Source: an optimization exercise on an open RTL-to-GDS flow (aim: small area, a short achievable clock period and few clock cycles per item). Production flows keep margins and buffers that such runs may drop.
The RTL was checked by simulation tests, not by an equivalence proof against the original design.
Power and IR drop assume default switching activity.

==> wip/garnet <==
==> flow/design.v (excerpt) <==
module datapath #(
   parameter int INSTR_DEPTH = 4,    
   parameter int RES_CREDITS = 2
) (
   input  logic                CLK,
   input  logic                rst_n,
   input  logic                instr_valid,
   input  logic [31:0]         instr,
   output logic                instr_credit,
   output logic                res_valid,
   output logic [4:0]          res_wsel,
   output logic [31:0]         res_wdat,
   output logic                res_regwr,
   output logic                res_illegal,
   input  logic                res_credit
);
   logic        clr;
   logic        hv;
   logic [31:0] head;
   logic [31:1] head_rs;
   logic [31:1] head_rt;
   logic        pop;
   logic [31:1] rsel1;
   logic [31:1] rsel2;
   logic [31:0] rdat1;
   logic [31:0] rdat2;
   logic [31:1] wen;
   logic [31:0] rd1;
   logic [31:0] rd2;
   logic               r_valid;
   logic [31:0]        r_instr;
   logic [31:0]        r_rd1;
   logic [31:0]        r_rd2;
   logic               r_rtype;
   logic               r_sub;
   logic               r_wf1;      
   logic               r_wf2;
   logic               r_ef1;      
   logic               r_ef2;
   logic               e_nx_wr;    
   logic [4:0]         e_nx_sel;   
   logic               w_nx_wr;    
   logic [4:0]         w_nx_sel;
   logic               h_rtype;
   logic               h_sub;
   logic               r_load;
   logic [31:0]        d_op1;
   logic [31:0]        d_op2;
   logic               d_fwd1;
   logic               d_fwd2;
   mips_isa_pkg::ctl_t d_ctl;
   logic [4:0]         d_wsel;
   logic               d_regwr;
   logic               d_illegal;
   logic               de_valid;
   logic               de_valid_nx;
   logic [31:0]        de_op1;
  ...
export LEC_CHECK = 0
export CAP_MARGIN = 20
export CORE_MARGIN = 2
export CORE_UTILIZATION = 40
export SETUP_SLACK_MARGIN = 3.5
export SLEW_MARGIN = 20
export SYNTH_HIERARCHICAL = 1
create_clock -name core_clock -period 6.2 [get_ports {CLK}]
run.sh (not shown) runs the stock make flow with config.mk's settings and CLKGATE_MAP_FILE= SYNTH_SCRIPT=/design/flow/synth_recipe.tcl, a recipe that flattens the netlist after the stock synthesis.
==> wip/yarrow: changes against wip/garnet <==
--- a/flow/design.v
+++ b/flow/design.v
@@ -44,35 +44,21 @@
    input  logic        CLK,
    input  logic        rst_n,
    input  logic        in_valid,
    input  logic [31:0] in_data,
    input  logic        pop,
    output logic        head_valid,
-   output logic [31:0] head,
-   output logic [31:1] head_rs,     
-   output logic [31:1] head_rt      
+   output logic [31:0] head
 );
    logic [31:0] second;
    logic        second_valid;
    logic        head_load;
-   logic [31:0] head_nx;
-   logic [31:1] rs_nx;
-   logic [31:1] rt_nx;
    assign head_load = pop || !head_valid;
-   assign head_nx = second_valid ? second : in_data;
-   always_comb begin
-      for (int i = 1; i < 32; i++) begin
-         rs_nx[i] = (head_nx[25:21] == 5'(i));
-         rt_nx[i] = (head_nx[20:16] == 5'(i));
-      end
-   end
    always_ff @(posedge CLK) begin
       if (head_load) begin
-         head    <= head_nx;
-         head_rs <= rs_nx;
-         head_rt <= rt_nx;
+         head <= second_valid ? second : in_data;
       end
       if (in_valid) begin
          second <= in_data;
       end
    end
    always_ff @(posedge CLK) begin
@@ -311,14 +297,12 @@
 endmodule
 `default_nettype wire
 `default_nettype none
 `timescale 1ns/10ps
 module reg_read (
    input  logic [31:0] head,
-   input  logic [31:1] head_rs,    
-   input  logic [31:1] head_rt,
    output logic [31:1] rsel1,
    output logic [31:1] rsel2,
    input  logic [31:0] rdat1,
    input  logic [31:0] rdat2,
    input  logic        w_wr,       
    input  logic [4:0]  w_sel,
@@ -337,28 +321,32 @@
    assign rtype  = (opcode == mips_isa_pkg::OP_RTYPE);
    assign sub    = rtype ? (funct == mips_isa_pkg::F_SUBU || funct == mips_isa_pkg::F_SLT ||
                             funct == mips_isa_pkg::F_SLTU)
                          : (opcode == mips_isa_pkg::OP_SLTI);
    assign rs = head[25:21];
    assign rt = head[20:16];
-   assign rsel1 = head_rs;
-   assign rsel2 = head_rt;
+   always_comb begin
+      for (int i = 1; i < 32; i++) begin
+         rsel1[i] = (rs == 5'(i));
+         rsel2[i] = (rt == 5'(i));
+      end
+   end
    assign rd1 = (w_wr && (w_sel == rs)) ? w_dat : rdat1;
    assign rd2 = (w_wr && (w_sel == rt)) ? w_dat : rdat2;
 endmodule
 module instr_decode (
    input  logic [31:0]        instr,
    input  logic               rtype,      
    input  logic               sub,
    input  logic [31:0]        rd1,        
    input  logic [31:0]        rd2,
-   input  logic               wf1,
-   input  logic               wf2,
+   input  logic               w_wr,       
+   input  logic [4:0]         w_sel,
    input  logic [31:0]        w_dat,
-   input  logic               ef1,
-   input  logic               ef2,
+   input  logic               e_wr,
+   input  logic [4:0]         e_sel,
    output logic [31:0]        op1,
    output logic [31:0]        op2,        
    output logic               fwd1,       
    output logic               fwd2,       
    output mips_isa_pkg::ctl_t ctl,
    output logic [4:0]         wsel,
@@ -368,12 +356,14 @@
    logic [5:0]  opcode;
    logic [5:0]  funct;
    logic [4:0]  rs;
    logic [4:0]  rt;
    logic [15:0] imm16;
    logic        legal;
+   logic        wf1;
+   logic        wf2;
    logic [31:0] imm;
    logic [4:0]  rrot;
    assign rrot = 5'd0 - instr[10:6];    
    assign opcode = instr[31:26];
    assign funct  = instr[5:0];
    assign rs     = instr[25:21];
@@ -420,16 +410,18 @@
          mips_isa_pkg::OP_LUI:   begin ctl.tt = mips_isa_pkg::TT_PASS; imm = {imm16, 16'b0}; end
          default:  legal = 1'b0;
       endcase
       regwr   = legal && (wsel != 5'd0);    
       illegal = !legal;
    end
+   assign wf1  = w_wr && (w_sel == rs);
+   assign wf2  = w_wr && (w_sel == rt) && rtype;
    assign op1  = wf1 ? w_dat : rd1;
    assign op2  = (wf2 ? w_dat : rtype ? rd2 : imm) ^ {32{sub}};
-   assign fwd1 = ef1;
-   assign fwd2 = ef2;
+   assign fwd1 = e_wr && (e_sel == rs);
+   assign fwd2 = e_wr && (e_sel == rt) && rtype;
 endmodule
 `default_nettype wire
 `default_nettype none
 `timescale 1ns/10ps
 module instr_execute (
    input  mips_isa_pkg::ctl_t ctl,
@@ -517,14 +509,12 @@
    output logic                res_illegal,
    input  logic                res_credit
 );
    logic        clr;
    logic        hv;
    logic [31:0] head;
-   logic [31:1] head_rs;
-   logic [31:1] head_rt;
    logic        pop;
    logic [31:1] rsel1;
    logic [31:1] rsel2;
    logic [31:0] rdat1;
    logic [31:0] rdat2;
    logic [31:1] wen;
@@ -533,20 +523,12 @@
    logic               r_valid;
    logic [31:0]        r_instr;
    logic [31:0]        r_rd1;
    logic [31:0]        r_rd2;
    logic               r_rtype;
    logic               r_sub;
-   logic               r_wf1;      
-   logic               r_wf2;
-   logic               r_ef1;      
-   logic               r_ef2;
-   logic               e_nx_wr;    
-   logic [4:0]         e_nx_sel;   
-   logic               w_nx_wr;    
-   logic [4:0]         w_nx_sel;
    logic               h_rtype;
    logic               h_sub;
    logic               r_load;
    logic [31:0]        d_op1;
    logic [31:0]        d_op2;
    logic               d_fwd1;
@@ -584,30 +566,26 @@
       .CLK        (CLK),
       .rst_n      (rst_n),
       .in_valid   (instr_valid),
       .in_data    (instr),
       .pop        (pop),
       .head_valid (hv),
-      .head       (head),
-      .head_rs    (head_rs),
-      .head_rt    (head_rt)
+      .head       (head)
    );
    register_file u_register_file (
       .CLK   (CLK),
       .clr   (clr),
       .rsel1 (rsel1),
       .rsel2 (rsel2),
       .rdat1 (rdat1),
       .rdat2 (rdat2),
       .wen   (wen),
       .wdat  (ew_wdat)
    );
    reg_read u_reg_read (
-      .head    (head),
-      .head_rs (head_rs),
-      .head_rt (head_rt),
+      .head  (head),
       .rsel1 (rsel1),
       .rsel2 (rsel2),
       .rdat1 (rdat1),
       .rdat2 (rdat2),
       .w_wr  (ew_valid && ew_regwr),
       .w_sel (ew_wsel),
@@ -621,22 +599,14 @@
       if (!rst_n) begin
          r_valid <= 1'b0;
       end else if (r_load) begin
          r_valid <= hv;
       end
    end
-   assign e_nx_wr  = de_load ? (r_valid && d_regwr) : (de_valid && de_regwr);
-   assign e_nx_sel = de_load ? d_wsel : de_wsel;
-   assign w_nx_wr  = ew_hold ? (ew_valid && ew_regwr) : (de_valid && de_regwr);
-   assign w_nx_sel = ew_hold ? ew_wsel : de_wsel;
    always_ff @(posedge CLK) begin
       if (r_load) begin
-         r_ef1   <= e_nx_wr && (e_nx_sel == head[25:21]);
-         r_ef2   <= e_nx_wr && (e_nx_sel == head[20:16]) && h_rtype;
-         r_wf1   <= w_nx_wr && (w_nx_sel == head[25:21]);
-         r_wf2   <= w_nx_wr && (w_nx_sel == head[20:16]) && h_rtype;
          r_instr <= head;
          r_rd1   <= rd1;
          r_rd2   <= rd2;
          r_rtype <= h_rtype;
          r_sub   <= h_sub;
       end
@@ -644,17 +614,17 @@
    instr_decode u_instr_decode (
       .instr   (r_instr),
       .rtype   (r_rtype),
       .sub     (r_sub),
       .rd1     (r_rd1),
       .rd2     (r_rd2),
-      .wf1     (r_wf1),
-      .wf2     (r_wf2),
+      .w_wr    (ew_valid && ew_regwr),
+      .w_sel   (ew_wsel),
       .w_dat   (ew_wdat),
-      .ef1     (r_ef1),
-      .ef2     (r_ef2),
+      .e_wr    (de_valid && de_regwr),
+      .e_sel   (de_wsel),
       .op1     (d_op1),
       .op2     (d_op2),
       .fwd1    (d_fwd1),
       .fwd2    (d_fwd2),
       .ctl     (d_ctl),
       .wsel    (d_wsel),
- CTS_BUF_LIST: default -> sky130_fd_sc_hd__clkbuf_16
- CTS_CLUSTER_DIAMETER: default -> 90
- CTS_CLUSTER_SIZE: default -> 20
- SETUP_SLACK_MARGIN: 3.5 -> 3.4
==> wip/lagoon: changes against wip/garnet <==
--- a/flow/design.v
+++ b/flow/design.v
@@ -159,57 +159,51 @@
 endmodule
 module alu_out (
    input  mips_isa_pkg::ctl_t ctl,
    input  logic               inv,
    input  logic [31:0]        a,
    input  logic [31:0]        b,
-   input  logic [31:0]        c,        
-   input  logic [31:0]        other,    
    input  logic               fwd1,     
    input  logic               fwd2,     
    input  logic [31:0]        d_op1,
    input  logic [31:0]        d_op2,
    output logic [31:0]        px1,      
    output logic [31:0]        px2,      
    output logic               fa0,      
    output logic               fa1,      
    output logic               fa2,      
-   output logic [31:0]        q0,       
-   output logic [31:0]        q1,
-   output logic [31:0]        q2,
-   output logic               q0_lt,    
-   output logic               q1_lt,    
-   output logic               q2_lt,
+   output logic               fo0,      
+   output logic               fo1,      
+   output logic               fo2n,     
+   output logic               fo2i,     
+   output logic [31:0]        qd1,      
+   output logic [31:0]        qd2,
    output logic               slt_g,    
    output logic               slt_t,    
    output logic               slt_n     
 );
-   logic        sa;
-   logic        a_msb;
-   logic        b_msb;
-   logic [31:0] rest;
-   logic [31:0] x;
-   assign x = a ^ b;
+   logic sa;
+   logic a_msb;
+   logic b_msb;
    assign a_msb = a[31] ^ ctl.slt_sgn;
    assign b_msb = b[31] ^ ctl.slt_sgn;
-   assign rest  = other;
-   assign sa    = ctl.sel_add;
-   assign px1   = x;
-   assign px2   = x ^ {32{inv}};
-   assign fa0   = sa;
-   assign fa1   = fwd1 & sa;
-   assign fa2   = fwd2 & sa;
-   assign q0    = {32{!sa}} & rest;
-   assign q1    = ({32{fwd1 & !sa}} & rest) | ({32{!fwd1}} & d_op1);
-   assign q2    = ({32{fwd2 & !sa}} & (rest ^ {32{inv}})) | ({32{!fwd2}} & d_op2);
-   assign q0_lt = !sa | q0[0];
-   assign q1_lt = (fwd1 & !sa) | q1[0];
-   assign q2_lt = (fwd2 & !sa) ? !inv : q2[0];
    assign slt_g = ctl.sel_slt & a_msb & b_msb;
    assign slt_t = ctl.sel_slt & (a_msb | b_msb);
    assign slt_n = !ctl.sel_slt;
+   assign sa   = ctl.sel_add;
+   assign px1  = a ^ b;
+   assign px2  = a ^ b ^ {32{inv}};
+   assign fa0  = sa;
+   assign fa1  = fwd1 & sa;
+   assign fa2  = fwd2 & sa;
+   assign fo0  = !sa;
+   assign fo1  = fwd1 & !sa;
+   assign fo2n = fwd2 & !sa & !inv;
+   assign fo2i = fwd2 & !sa & inv;
+   assign qd1  = {32{!fwd1}} & d_op1;
+   assign qd2  = {32{!fwd2}} & d_op2;
 endmodule
 module alu_misc (
    input  mips_isa_pkg::ctl_t ctl,
    input  logic [31:0]        a,
    input  logic [31:0]        b,
    output logic [31:0]        other
@@ -245,35 +239,38 @@
       end
    end
    assign other = lu | (r2 & keep);
 endmodule
 module alu_fin (
    input  logic [31:0] c,
+   input  logic [31:0] other,
    input  logic [31:0] px1,
    input  logic [31:0] px2,
    input  logic        fa0,
    input  logic        fa1,
    input  logic        fa2,
-   input  logic [31:0] q0,
-   input  logic [31:0] q1,
-   input  logic [31:0] q2,
-   input  logic        q0_lt,
-   input  logic        q1_lt,
-   input  logic        q2_lt,
+   input  logic        fo0,
+   input  logic        fo1,
+   input  logic        fo2n,
+   input  logic        fo2i,
+   input  logic [31:0] qd1,
+   input  logic [31:0] qd2,
    input  logic        slt_g,
    input  logic        slt_t,
    input  logic        slt_n,
    output logic [31:0] res,
    output logic [31:0] n_op1,
    output logic [31:0] n_op2
 );
-   logic lt;    
+   logic        lt;     
+   logic [31:0] oth;
    assign lt    = !(slt_n | slt_g | (slt_t & c[31]));
-   assign res   = ({32{fa0}} & (px1 ^ c)) | {q0[31:1], lt ? q0_lt : q0[0]};
-   assign n_op1 = ({32{fa1}} & (px1 ^ c)) | {q1[31:1], lt ? q1_lt : q1[0]};
-   assign n_op2 = ({32{fa2}} & (px2 ^ c)) | {q2[31:1], lt ? q2_lt : q2[0]};
+   assign oth   = other | {31'b0, lt};
+   assign res   = ({32{fa0}} & (px1 ^ c)) | ({32{fo0}} & oth);
+   assign n_op1 = ({32{fa1}} & (px1 ^ c)) | ({32{fo1}} & oth) | qd1;
+   assign n_op2 = ({32{fa2}} & (px2 ^ c)) | ({32{fo2n}} & oth) | ({32{fo2i}} & ~oth) | qd2;
 endmodule
 module alu (
    input  mips_isa_pkg::ctl_t  ctl,
    input  logic                inv,
    input  logic [31:0]         op1,
    input  logic [31:0]         op2,
@@ -284,32 +281,30 @@
    output logic [31:0]         res,
    output logic [31:0]         n_op1,
    output logic [31:0]         n_op2
 );
    logic [32:0] g0, t0, g1, t1, g2, t2, g3, t3, g4, t4, g5, t5;
    logic [31:0] other;
-   logic [31:0] px1, px2, q0, q1, q2;
-   logic        fa0, fa1, fa2;
-   logic        q0_lt, q1_lt, q2_lt, slt_g, slt_t, slt_n;
+   logic [31:0] px1, px2, qd1, qd2;
+   logic        fa0, fa1, fa2, fo0, fo1, fo2n, fo2i, slt_g, slt_t, slt_n;
    alu_pg u_pg (.a(op1), .b(op2), .cin(ctl.sub), .ng(g0), .nt(t0));
    alu_prefix #(.S(1),  .INV(0)) u_l1 (.g_in(g0), .t_in(t0), .g_out(g1), .t_out(t1));
    alu_prefix #(.S(2),  .INV(1)) u_l2 (.g_in(g1), .t_in(t1), .g_out(g2), .t_out(t2));
    alu_prefix #(.S(4),  .INV(0)) u_l3 (.g_in(g2), .t_in(t2), .g_out(g3), .t_out(t3));
    alu_prefix #(.S(8),  .INV(1)) u_l4 (.g_in(g3), .t_in(t3), .g_out(g4), .t_out(t4));
    alu_prefix #(.S(16), .INV(0)) u_l5 (.g_in(g4), .t_in(t4), .g_out(g5), .t_out(t5));
    alu_misc u_misc (.ctl(ctl), .a(op1), .b(op2), .other(other));
-   alu_out  u_out  (.ctl(ctl), .inv(inv), .a(op1), .b(op2), .c(g5[31:0]),
-                    .other(other), .fwd1(fwd1), .fwd2(fwd2), .d_op1(d_op1),
-                    .d_op2(d_op2), .px1(px1), .px2(px2), .fa0(fa0), .fa1(fa1),
-                    .fa2(fa2), .q0(q0), .q1(q1), .q2(q2), .q0_lt(q0_lt),
-                    .q1_lt(q1_lt), .q2_lt(q2_lt), .slt_g(slt_g), .slt_t(slt_t),
-                    .slt_n(slt_n));
-   alu_fin  u_fin  (.c(g5[31:0]), .px1(px1), .px2(px2), .fa0(fa0), .fa1(fa1),
-                    .fa2(fa2), .q0(q0), .q1(q1), .q2(q2), .q0_lt(q0_lt),
-                    .q1_lt(q1_lt), .q2_lt(q2_lt), .slt_g(slt_g), .slt_t(slt_t),
-                    .slt_n(slt_n), .res(res),
+   alu_out  u_out  (.ctl(ctl), .inv(inv), .a(op1), .b(op2), .fwd1(fwd1),
+                    .fwd2(fwd2), .d_op1(d_op1), .d_op2(d_op2), .px1(px1),
+                    .px2(px2), .fa0(fa0), .fa1(fa1), .fa2(fa2), .fo0(fo0),
+                    .fo1(fo1), .fo2n(fo2n), .fo2i(fo2i), .qd1(qd1), .qd2(qd2),
+                    .slt_g(slt_g), .slt_t(slt_t), .slt_n(slt_n));
+   alu_fin  u_fin  (.c(g5[31:0]), .other(other), .px1(px1), .px2(px2),
+                    .fa0(fa0), .fa1(fa1), .fa2(fa2), .fo0(fo0), .fo1(fo1),
+                    .fo2n(fo2n), .fo2i(fo2i), .qd1(qd1), .qd2(qd2),
+                    .slt_g(slt_g), .slt_t(slt_t), .slt_n(slt_n), .res(res),
                     .n_op1(n_op1), .n_op2(n_op2));
 endmodule
 `default_nettype wire
 `default_nettype none
 `timescale 1ns/10ps
 module reg_read (
@@ -323,21 +318,25 @@
    input  logic        w_wr,       
    input  logic [4:0]  w_sel,
    input  logic [31:0] w_dat,
    output logic [31:0] rd1,
    output logic [31:0] rd2,
    output logic        rtype,      
-   output logic        sub         
+   output logic        sub,        
+   output logic        isx,        
+   output logic        ilui        
 );
    logic [4:0] rs;
    logic [4:0] rt;
    logic [5:0] opcode;
    logic [5:0] funct;
    assign opcode = head[31:26];
    assign funct  = head[5:0];
    assign rtype  = (opcode == mips_isa_pkg::OP_RTYPE);
+   assign isx    = (opcode == mips_isa_pkg::OP_ADDIU) || (opcode == mips_isa_pkg::OP_SLTI);
+   assign ilui   = (opcode == mips_isa_pkg::OP_LUI);
    assign sub    = rtype ? (funct == mips_isa_pkg::F_SUBU || funct == mips_isa_pkg::F_SLT ||
                             funct == mips_isa_pkg::F_SLTU)
                          : (opcode == mips_isa_pkg::OP_SLTI);
    assign rs = head[25:21];
    assign rt = head[20:16];
    assign rsel1 = head_rs;
@@ -346,12 +345,14 @@
    assign rd2 = (w_wr && (w_sel == rt)) ? w_dat : rdat2;
 endmodule
 module instr_decode (
    input  logic [31:0]        instr,
    input  logic               rtype,      
    input  logic               sub,
+   input  logic               isx,
+   input  logic               ilui,
    input  logic [31:0]        rd1,        
    input  logic [31:0]        rd2,
    input  logic               wf1,
    input  logic               wf2,
    input  logic [31:0]        w_dat,
    input  logic               ef1,
@@ -378,13 +379,12 @@
    assign funct  = instr[5:0];
    assign rs     = instr[25:21];
    assign rt     = instr[20:16];
    assign imm16  = instr[15:0];
    always_comb begin
       ctl     = '0;
-      imm     = '0;
       legal   = 1'b1;
       wsel    = rt;
       case (opcode)
          mips_isa_pkg::OP_RTYPE: begin
             wsel = instr[15:11];
             case (funct)
@@ -406,26 +406,26 @@
                   ctl.rot_lo = 4'b0001 << rrot[1:0];
                   ctl.rot_hi = 8'b0000_0001 << rrot[4:2];
                end
                default: legal = 1'b0;
             endcase
          end
-         mips_isa_pkg::OP_ADDIU: begin ctl.sel_add = 1'b1; imm = {{16{imm16[15]}}, imm16}; end
+         mips_isa_pkg::OP_ADDIU: ctl.sel_add = 1'b1;
          mips_isa_pkg::OP_SLTI:  begin
             ctl.sel_slt = 1'b1; ctl.sub = 1'b1; ctl.slt_sgn = 1'b1;
-            imm = {{16{imm16[15]}}, imm16};
          end
-         mips_isa_pkg::OP_ANDI:  begin ctl.tt = mips_isa_pkg::TT_AND;  imm = {16'b0, imm16}; end
-         mips_isa_pkg::OP_ORI:   begin ctl.tt = mips_isa_pkg::TT_OR;   imm = {16'b0, imm16}; end
-         mips_isa_pkg::OP_XORI:  begin ctl.tt = mips_isa_pkg::TT_XOR;  imm = {16'b0, imm16}; end
-         mips_isa_pkg::OP_LUI:   begin ctl.tt = mips_isa_pkg::TT_PASS; imm = {imm16, 16'b0}; end
+         mips_isa_pkg::OP_ANDI:  ctl.tt = mips_isa_pkg::TT_AND;
+         mips_isa_pkg::OP_ORI:   ctl.tt = mips_isa_pkg::TT_OR;
+         mips_isa_pkg::OP_XORI:  ctl.tt = mips_isa_pkg::TT_XOR;
+         mips_isa_pkg::OP_LUI:   ctl.tt = mips_isa_pkg::TT_PASS;
          default:  legal = 1'b0;
       endcase
       regwr   = legal && (wsel != 5'd0);    
       illegal = !legal;
    end
+   assign imm  = ilui ? {imm16, 16'b0} : {{16{isx & imm16[15]}}, imm16};
    assign op1  = wf1 ? w_dat : rd1;
    assign op2  = (wf2 ? w_dat : rtype ? rd2 : imm) ^ {32{sub}};
    assign fwd1 = ef1;
    assign fwd2 = ef2;
 endmodule
 `default_nettype wire
@@ -543,12 +543,16 @@
    logic               e_nx_wr;    
    logic [4:0]         e_nx_sel;   
    logic               w_nx_wr;    
    logic [4:0]         w_nx_sel;
    logic               h_rtype;
    logic               h_sub;
+   logic               h_isx;
+   logic               h_ilui;
+   logic               r_isx;
+   logic               r_ilui;
    logic               r_load;
    logic [31:0]        d_op1;
    logic [31:0]        d_op2;
    logic               d_fwd1;
    logic               d_fwd2;
    mips_isa_pkg::ctl_t d_ctl;
@@ -612,13 +616,15 @@
       .w_wr  (ew_valid && ew_regwr),
       .w_sel (ew_wsel),
       .w_dat (ew_wdat),
       .rd1   (rd1),
       .rd2   (rd2),
       .rtype (h_rtype),
-      .sub   (h_sub)
+      .sub   (h_sub),
+      .isx   (h_isx),
+      .ilui  (h_ilui)
    );
    always_ff @(posedge CLK) begin
       if (!rst_n) begin
          r_valid <= 1'b0;
       end else if (r_load) begin
          r_valid <= hv;
@@ -636,18 +642,22 @@
          r_wf2   <= w_nx_wr && (w_nx_sel == head[20:16]) && h_rtype;
          r_instr <= head;
          r_rd1   <= rd1;
          r_rd2   <= rd2;
          r_rtype <= h_rtype;
          r_sub   <= h_sub;
+         r_isx   <= h_isx;
+         r_ilui  <= h_ilui;
       end
    end
    instr_decode u_instr_decode (
       .instr   (r_instr),
       .rtype   (r_rtype),
       .sub     (r_sub),
+      .isx     (r_isx),
+      .ilui    (r_ilui),
       .rd1     (r_rd1),
       .rd2     (r_rd2),
       .wf1     (r_wf1),
       .wf2     (r_wf2),
       .w_dat   (ew_wdat),
       .ef1     (r_ef1),
==> summary.txt <==
wip/yarrow finished with timing, DRC and antenna clean. wip/garnet completed with no timing, DRC or antenna violations. wip/lagoon finished with timing, DRC and antenna clean.
Power: wip/lagoon > wip/garnet > wip/yarrow.
Sequential power is about the same in wip/garnet and wip/yarrow.
Final cell count, highest first: wip/lagoon, wip/garnet, wip/yarrow.
The lowest critical path depth belongs to wip/lagoon, the highest to wip/yarrow.
Worst setup slack, lowest first: wip/garnet, wip/yarrow, wip/lagoon.
In wip/garnet the clock-buffer cell count is higher than in wip/yarrow, by 116.
==> figures <==
metric                                                               wip/garnet              wip/lagoon                 wip/yarrow
Outcome                                                          finished clean          finished clean             finished clean
Global routing usage on met1                                             0.3680                  0.3764                     0.3769
Worst min-delay path endpoint                             r_instr[14]$_DFFE_PN_    r_instr[9]$_DFFE_PN_      r_instr[10]$_DFFE_PP_
Slowest stage cell on the critical path               sky130_fd_sc_hd__edfxtp_1  sky130_fd_sc_hd__or4_4  sky130_fd_sc_hd__edfxtp_1
Clock group power                                                       8.50 mW                 8.64 mW                    5.21 mW
Leakage power figure                                                   26.52 nW                25.87 nW                   27.11 nW
Clock skew after layout                                              0.04800 ns              0.03186 ns                 0.04605 ns
Worst Path Arrival                                                      3.58 ns                 3.39 ns                    3.54 ns
R2R Setup Slk                                                           3.15 ns                 3.42 ns                    3.16 ns
Startpoint of the worst-slack reg-to-reg timing path        de_ctl[8]$_DFFE_PN_   r_instr[28]$_DFFE_PN_   u_buf.head[20]$_DFFE_PP_
Synthesized area                                                     66560 um^2              66070 um^2                 63770 um^2
Initial detailed-routing violation count                                   8243                    9105                       9320
Number of nets in the layout                                               5093                    5118                       5050
Testbench counts of wip/garnet, summed over its fixed seeds: cycles 16,032, items 16,000.
Testbench counts of wip/yarrow, summed over its fixed seeds: cycles 16,032, items 16,000.
Testbench counts of wip/lagoon, summed over its fixed seeds: cycles 16,032, items 16,000.

## static timing again, ports no longer ideal
How much do the figures lean on ideal ports? The routed layouts below were timed once more, with nothing changed but the port constraints. Step 1, drivers: a clkbuf_16 drives CLK and a buf_2 each remaining input, both assumed. Step 2, shift: input delay + t, output delay - t, t = (earliest + latest rising clock arrival at the registers) / 2. This alone moves slack from input paths to output paths. Slacks: ideal ports / drivers / drivers and shift; pairs: ideal ports / drivers.
run	t (ns)	slack for setup (ns)	clock arrival spread, ns
wip/garnet	0.857	3.147 / 3.147 / 3.029	0.053 / 0.053
wip/yarrow	0.804	3.155 / 3.155 / 3.155	0.049 / 0.048
wip/lagoon	0.865	3.416 / 3.359 / 3.178	0.032 / 0.032
After both steps setup and hold are still met in every run listed. The setup slack of wip/lagoon, which loses most, moves by -0.057 ns with the drivers and by -0.238 ns with both steps.
